Context: an optimization exercise on an open-source flow, tuned for small area, a short achievable clock period and few clock cycles per item. The choices shown serve that exercise and are no tape-out recipe.
RTL that was checked went through simulation tests only; none was proved equivalent to the original.
For run 1, only the layout was checked, not whether the RTL still works.

## flow/design.v (module list and top-level ports; edited modules follow where they fit)
// module iir_round_sat: 29 lines
// module iir_allpole: 6526 lines
module iir_allpole
#(
    parameter int N    = 10,
    parameter int W    = 16,
    parameter int FRAC = 14
) (
    input  logic                clock,
    input  logic                reset,
    input  logic signed [W-1:0] in_data,
    input  logic                in_valid,
    output logic                in_ready,
    input  logic [N-1:0][W-1:0] coef,
    output logic signed [W-1:0] out_data,
    output logic                out_valid,
    input  logic                out_ready,
    output logic                busy,
    output logic                ovf
);
  // ...
==> flow/run.sh <==
#!/bin/bash
# synth_recipe.tcl (not shown) runs the flow's synth.tcl, then flattens the netlist and writes it again
# the make line also repeats each setting of config.mk as NAME=value (left out here)
make -C /OpenROAD-flow-scripts/flow DESIGN_CONFIG=/design/flow/config.mk WORK_HOME=/design/flow/orfs CLKGATE_MAP_FILE= SYNTH_SCRIPT=/design/flow/synth_recipe.tcl finish
==> flow/config.mk <==
export PLATFORM = sky130hd
export DESIGN_NAME = iir_allpole
export DESIGN_NICKNAME = iir_allpole
export VERILOG_FILES = /design/flow/design.v
export SDC_FILE = /design/flow/constraint.sdc
export NUM_CORES = 4
export LEC_CHECK = 0
export ABC_AREA = 1
export CAP_MARGIN = 20
export CORE_MARGIN = 2
export CORE_UTILIZATION = 55
export SETUP_SLACK_MARGIN = 4.5
export SLEW_MARGIN = 20
==> flow/constraint.sdc <==
create_clock -name core_clock -period 11.0 [get_ports {clock}]
set_input_delay 2.2000 -clock core_clock [delete_from_list [all_inputs] [get_ports {clock}]]
set_output_delay 2.2000 -clock core_clock [all_outputs]
set_load 0.01 [all_outputs]
==> summary.txt, run 1 <==
Placed design
  – Final Wtd Congestion: 1.07
  – Post-DP HPWL: 272000 µm
  – Port bufs: 199

Min path
  – Worst Hold End: ovfh_q[2]

Yosys
  – Mean Syn Cell Area: 8.59 µm²
  – Post-synthesis register bit count: 562
  – Post-synthesis xor/xnor area fraction: 14.4%

GRT
  – Initial antenna violation count: 13

Cells and area
  – Max reg flops: 240
  – Design Area, Final: 85200 µm²
  – Top Registers: enc_q: 240 flops, hist_q: 160 flops
  – Largest class: multi-input gates
  – Commonest non-fill, non-tap cells in the layout: 2192 x inv_1, 1394 x fa_1, 1227 x o22ai_1
  – Fraction of area in multi-input gates: 67.9%
  – Reg area: 11300 µm²
  – Antenna cells: 23

Critical path
  – Slowest cell on the critical path: dfxtp_1
  – Max stage delay on crit path: 0.84 ns
  – R2R cell count: 16
  – Most frequent CP cell: fa_1

Drt
  – Wire length on met1: 111000 µm
  – Final routed DRC violation total: 0
  – Met3 wire length: 29500 µm
  – Top layer in use: met5
  – Via count: 65849

Clock tree
  – CTS Buffer Depth: 3

Floorplanning
  – Die area: 147000 µm²
  – Tap Cells: 1890
  – Area of the core: 142000 µm²
  – Die Width: 383 µm
  – Initial Util: 55.6%

Timing
  – Hold Fails Final Rpt: 0
  – Fmax: 156 MHz
  – Clock skew: 0.0554 ns

Outcome
  – Status: no timing/DRC/antenna violations
==> inputs of run 2 (changes only) <==
--- a/flow/design.v
+++ b/flow/design.v
@@ -307,10 +307,4 @@
     wire neg9_7 = enc_q[9][23];
-    logic [2:1] v_d;
-    assign v_d = {v_q[1:1], fire};
-    logic [2:0] sel0_q;    
-    wire [2:0] shn0 = {2'd0, v_d[1]} + {2'd0, v_d[2]};
-    logic [1:0] sel1_q;    
-    wire [2:0] shn1 = {2'd0, v_d[2]};
     logic [W-1:0] h0_5;
-    assign h0_5 = ({W{sel0_q[0]}} & hist_q[5]) | ({W{sel0_q[1]}} & hist_q[4]) | ({W{sel0_q[2]}} & hist_q[3]);
+    assign h0_5 = (v_q[1] & v_q[2]) ? hist_q[3] : (v_q[1] | v_q[2]) ? hist_q[4] : hist_q[5];
     wire [16:0] w5_0 = {h0_5[15], h0_5} ^ {17{neg5_0}};
@@ -460,3 +454,3 @@
     logic [W-1:0] h0_6;
-    assign h0_6 = ({W{sel0_q[0]}} & hist_q[6]) | ({W{sel0_q[1]}} & hist_q[5]) | ({W{sel0_q[2]}} & hist_q[4]);
+    assign h0_6 = (v_q[1] & v_q[2]) ? hist_q[4] : (v_q[1] | v_q[2]) ? hist_q[5] : hist_q[6];
     wire [16:0] w6_0 = {h0_6[15], h0_6} ^ {17{neg6_0}};
@@ -606,3 +600,3 @@
     logic [W-1:0] h0_7;
-    assign h0_7 = ({W{sel0_q[0]}} & hist_q[7]) | ({W{sel0_q[1]}} & hist_q[6]) | ({W{sel0_q[2]}} & hist_q[5]);
+    assign h0_7 = (v_q[1] & v_q[2]) ? hist_q[5] : (v_q[1] | v_q[2]) ? hist_q[6] : hist_q[7];
     wire [16:0] w7_0 = {h0_7[15], h0_7} ^ {17{neg7_0}};
@@ -752,3 +746,3 @@
     logic [W-1:0] h0_8;
-    assign h0_8 = ({W{sel0_q[0]}} & hist_q[8]) | ({W{sel0_q[1]}} & hist_q[7]) | ({W{sel0_q[2]}} & hist_q[6]);
+    assign h0_8 = (v_q[1] & v_q[2]) ? hist_q[6] : (v_q[1] | v_q[2]) ? hist_q[7] : hist_q[8];
     wire [16:0] w8_0 = {h0_8[15], h0_8} ^ {17{neg8_0}};
@@ -898,3 +892,3 @@
     logic [W-1:0] h0_9;
-    assign h0_9 = ({W{sel0_q[0]}} & hist_q[9]) | ({W{sel0_q[1]}} & hist_q[8]) | ({W{sel0_q[2]}} & hist_q[7]);
+    assign h0_9 = (v_q[1] & v_q[2]) ? hist_q[7] : (v_q[1] | v_q[2]) ? hist_q[8] : hist_q[9];
     wire [16:0] w9_0 = {h0_9[15], h0_9} ^ {17{neg9_0}};
@@ -3116,3 +3110,3 @@
     logic [W-1:0] h1_1;
-    assign h1_1 = ({W{sel1_q[0]}} & hist_q[1]) | ({W{sel1_q[1]}} & hist_q[0]);
+    assign h1_1 = v_q[2] ? hist_q[0] : hist_q[1];
     wire [16:0] w1_0 = {h1_1[15], h1_1} ^ {17{neg1_0}};
@@ -3262,3 +3256,3 @@
     logic [W-1:0] h1_2;
-    assign h1_2 = ({W{sel1_q[0]}} & hist_q[2]) | ({W{sel1_q[1]}} & hist_q[1]);
+    assign h1_2 = v_q[2] ? hist_q[1] : hist_q[2];
     wire [16:0] w2_0 = {h1_2[15], h1_2} ^ {17{neg2_0}};
@@ -3408,3 +3402,3 @@
     logic [W-1:0] h1_3;
-    assign h1_3 = ({W{sel1_q[0]}} & hist_q[3]) | ({W{sel1_q[1]}} & hist_q[2]);
+    assign h1_3 = v_q[2] ? hist_q[2] : hist_q[3];
     wire [16:0] w3_0 = {h1_3[15], h1_3} ^ {17{neg3_0}};
@@ -3554,3 +3548,3 @@
     logic [W-1:0] h1_4;
-    assign h1_4 = ({W{sel1_q[0]}} & hist_q[4]) | ({W{sel1_q[1]}} & hist_q[3]);
+    assign h1_4 = v_q[2] ? hist_q[3] : hist_q[4];
     wire [16:0] w4_0 = {h1_4[15], h1_4} ^ {17{neg4_0}};
@@ -6550,8 +6544,4 @@
             ovfh_q <= '0;
-            sel0_q <= 3'd1;
-            sel1_q <= 2'd1;
         end else begin
-            for (int c = 0; c <= 2; c++) sel0_q[c] <= (shn0 == 3'(c));
-            for (int c = 0; c <= 1; c++) sel1_q[c] <= (shn1 == 3'(c));
-            v_q    <= v_d;
+            v_q    <= {v_q[1:1], fire};
             cnt_q  <= cnt_q + {2'd0, v_q[2]} - {2'd0, xfer};
--- a/flow/config.mk
+++ b/flow/config.mk
@@ -10,4 +10,3 @@
 export CORE_MARGIN = 2
-export CORE_UTILIZATION = 55
-export SETUP_SLACK_MARGIN = 4.5
+export CORE_UTILIZATION = 40
 export SLEW_MARGIN = 20
==> run 2 against run 1 <==
Net effect: count of clock-buffer cells in the layout up 11; critical path depth is 4 higher; synthesized cell count decreased by 1.9%; worst hold slack lost 0.034 ns; largest cell class unchanged.
==> summary.txt, run 2 <==
Outcome
  – Status: no timing/DRC/antenna violations

GRT
  – First-pass GRT wire length: 468000 µm
  – GRT Overall Usage: 32.4%
  – Remaining Overflow, GRT: 0
  – Initial antenna violation count: 8 (-5)
  – Vias in the first global route: 65173
  – Largest net degree at the start of global routing: 109

Yosys
  – Top post-synthesis cells by count: 2327 x inv_1, 1395 x fa_1, 1226 x o22ai_1, 1167 x xor2_1, 558 x dfxtp_1
  – Top-count cell post-synth: inv_1
  – Mapped Cells: 9012
  – Register area share after synthesis: 14.1%
  – Mapped Nets: 10788
  – Synth cell types: 54
  – Post-synth top flop: dfxtp_1
  – Synth area leader: fa_1
  – Post-synthesis register bit count: 558 (-0.71%)
  – EDFF count, synth: 0
  – Mean Syn Cell Area: 8.78 µm² (+2.3%)
  – Top post-synthesis cells by area: fa_1 35%, dfxtp_1 14%, xor2_1 13%
  – Synth async-reset ratio: 0%
  – Syn Std Cell Area: 79100 µm²
  – Share of Yosys cell area claimed by the top area cell type: 35.3%
  – Synthesis Warnings: 1

Floorplanning
  – Die extent in y: 449 µm
  – Row cnt: 163
  – Initial Util: 40.2% (-15 points)
  – Die Width: 449 µm (+17%)
  – Area of the core: 197000 µm² (+39%)
  – # IOs: 200
  – Die area: 201000 µm² (+37%)

Clock tree
  – Worst-path clk slew: 0.06 ns
  – PostCTS Resize Cnt: 0
  – CTS Sinks: 558
  – CTS tree: built
  – CTS H-tree lvls: 3
  – Skew-Pair Late Insertion Delay: 0.73 ns
  – Root buffer cell: clkbuf_16
  – CTS Buffer Depth: 3 (unchanged)
  – Clock buffer count from CTS: 76
  – Post-CTS Repair Setup Buffers: 0
  – CTS Hold Buffers Added: 0

Cells and area
  – Area Growth Syn to Fin: 9.03%
  – Largest Register: enc_q
  – Top Registers: enc_q: 240 flops, hist_q: 160 flops
  – Layout cell share with drive strength beyond 1: 5.04%
  – Fill cells: 19863
  – Design Area, Final: 86300 µm² (+1.2%)
  – Most common cell after layout, fill and taps aside: inv_1
  – Nets: 10755
  – Commonest non-fill, non-tap cells in the layout: 2327 x inv_1, 1395 x fa_1, 1226 x o22ai_1
  – Max reg flops: 240 (unchanged)

Timing
  – Count of pins over their slew limit: 0
  – Final TNS setup: 0 ns
  – # setup viols final: 0
  – Fin crit period: 7.98 ns
  – Hold Fails Final Rpt: 0 (unchanged)
  – Final period utilization: 72.5%
  – Worst slew pin tran: 1.16 ns
  – RSZ-0062 raised after global routing: false
  – Clock skew: 0.0386 ns (-0.0168 ns)
  – Max_slew headroom: 22.2%
  – Fmax: 125 MHz (-20%)

Drt
  – Via count: 63402 (-3.7%)
  – WL final: 329000 µm
  – Final routed DRC violation total: 0 (unchanged)
  – Final ANT Viol Nets: 0
  – Initial detailed-routing violation count: 6045
  – Post-DR vias/cell: 5.43
  – WL/cell: 28.1 µm
  – DRT Pass-1 Iters: 5

Critical path
  – Delay-heaviest family, CP: adder cells
  – Most frequent CP cell: fa_1
  – Worst EP required: 11.60 ns
  – Worst setup EP type: flop
  – Crit path buf inv count: 6
  – Startpoint Class: flop
  – CP arrival: 8.58 ns
  – Slowest cell on the critical path: inv_2
  – Worst-path cell chain: nand2_4, inv_2, buf_4, o21ai_0, o21ai_0, o21ai_2, xor2_1, o22ai_1, inv_1, fa_1, fa_1, fa_1, fa_1, fa_1, inv_1, fa_1, fa_1, inv_1, fa_1, inv_1
  – Max stage delay on crit path: 0.88 ns (+0.04 ns)
  – WS Path Type: flop to flop
  – Worst-path maximum fanout: 55

Run
  – Max cap viols: 0

Min path
  – Min-delay worst type: flop to flop

Placed design
  – Final Wtd Congestion: 1.01 (-6.0%)
  – Post-DP HPWL: 286000 µm (+5.1%)
  – Cell Area, Placed: 83600 µm²
  – Port bufs: 199 (unchanged)
==> run 2: cell count changes after synthesis, sizes merged, moves of 13 or more <==
cell    before   now
o211ai      16     3
a211oi       2    79
clkbuf     304   267
a21oi      151   135
o221ai       0    13
o21ai      196   333
inv       2274  2365
nand2      830   398
buf         53   129
o22ai     1228  1245
nand3      258   178
==> run 2: cells by family (layout without fill, tap and decap cells) <==
kind of cell,count (synthesis),count (layout),share of synthesized area [%]
compound gates,1825,1825,14.6
xor+xnor,1295,1295,14.3
fa+ha+maj,1596,1596,38.5
buf+inv,2821,2851,13.5
flops,558,558,14.1
mux,2,2,0.0253
other cells,0,5,0
simple gates,915,915,4.99
==> run 2: cell type report <==
type	instances	area (µm²)	area share (%)
multi-input combinational	5633	57300	66.5
sequential	558	11200	13.0
inverter	2425	9110	10.6
tap	2640	3300	3.83
timing repair buffer	285	2640	3.06
clock buffer	98	2140	2.48
clock inverter	43	558	0.647
antenna	5	12.5	0.0145
==> run 2: layer usage <==
layer	wire [µm]	track usage, %
met1	128000	39.8
met2	155000	53.7
met3	19200	4.27
met4	26600	21.0
met5	23	0
==> run 2: metrics by stage <==
stage / cells / setup WS [ns] / hold slack, ns / util, %
final: 11687 / 3.02 / 0.465 / 43.8
after CTS: 11681 / 3.05 / 0.466 / 43.8
after global routing: 11686 / 2.66 / 0.477 / 43.8
after global placement: 11540 / 3.09 / 0.446 / 42.4
after detailed placement: 11540 / 3.05 / 0.456 / 42.4
after floorplan: 9012 / 4.85 / 0.438 / -
==> run 2: path summary, 6_finish.rpt <==
path	end	slack, ns	depth (start not counted)	start
worst min-delay path	hist_q[144]	0.46	2	hist_q[144]
worst max register to register	pc0_q[21]	3.02	20	v_q[2]
worst min register to register	hist_q[144]	0.46	2	hist_q[144]
worst max-delay path	pc0_q[21]	3.02	20	v_q[2]
==> run 2: worst reg2reg max path: stages (launching register included) <==
cell,delay [ns]
dfxtp_4,0.60
nand2_4,0.51
inv_2,0.91
buf_4,0.44
o21ai_0,0.11
o21ai_0,0.14
o21ai_2,0.25
xor2_1,0.26
o22ai_1,0.19
inv_1,0.09
fa_1,0.54
fa_1,0.48
fa_1,0.53
fa_1,0.53
fa_1,0.60
inv_1,0.08
fa_1,0.45
fa_1,0.56
inv_1,0.06
fa_1,0.53
inv_1,0.04
Testbench counts of run 2, summed over its fixed seeds: cycles 3,192, items 3,072.

static timing again, ports no longer ideal:
How much do the figures lean on ideal ports? The routed layouts below were timed once more, with nothing changed but the port constraints.
Step 1 sets driving cells, clkbuf_16 on the clock port and buf_2 on the other inputs (assumed; they add their load-dependent delay and slew).
Step 2 moves the port delays by t, midway between the first and last clock arrival at a register: inputs arrive t later, outputs are due t later. That takes back most of the time a late clock gives input paths.
Three values: ideal ports, drivers, drivers and shift; two values: the first two.
run	t (ns)	setup WS [ns]	worst setup path after step 2	pins driven straight from the clock port
run 1	0.803	4.597 / 4.597 / 4.597	register to register	1
run 2	0.807	3.022 / 3.022 / 3.022	register to register	1
After both steps setup and hold are still met in every run listed.
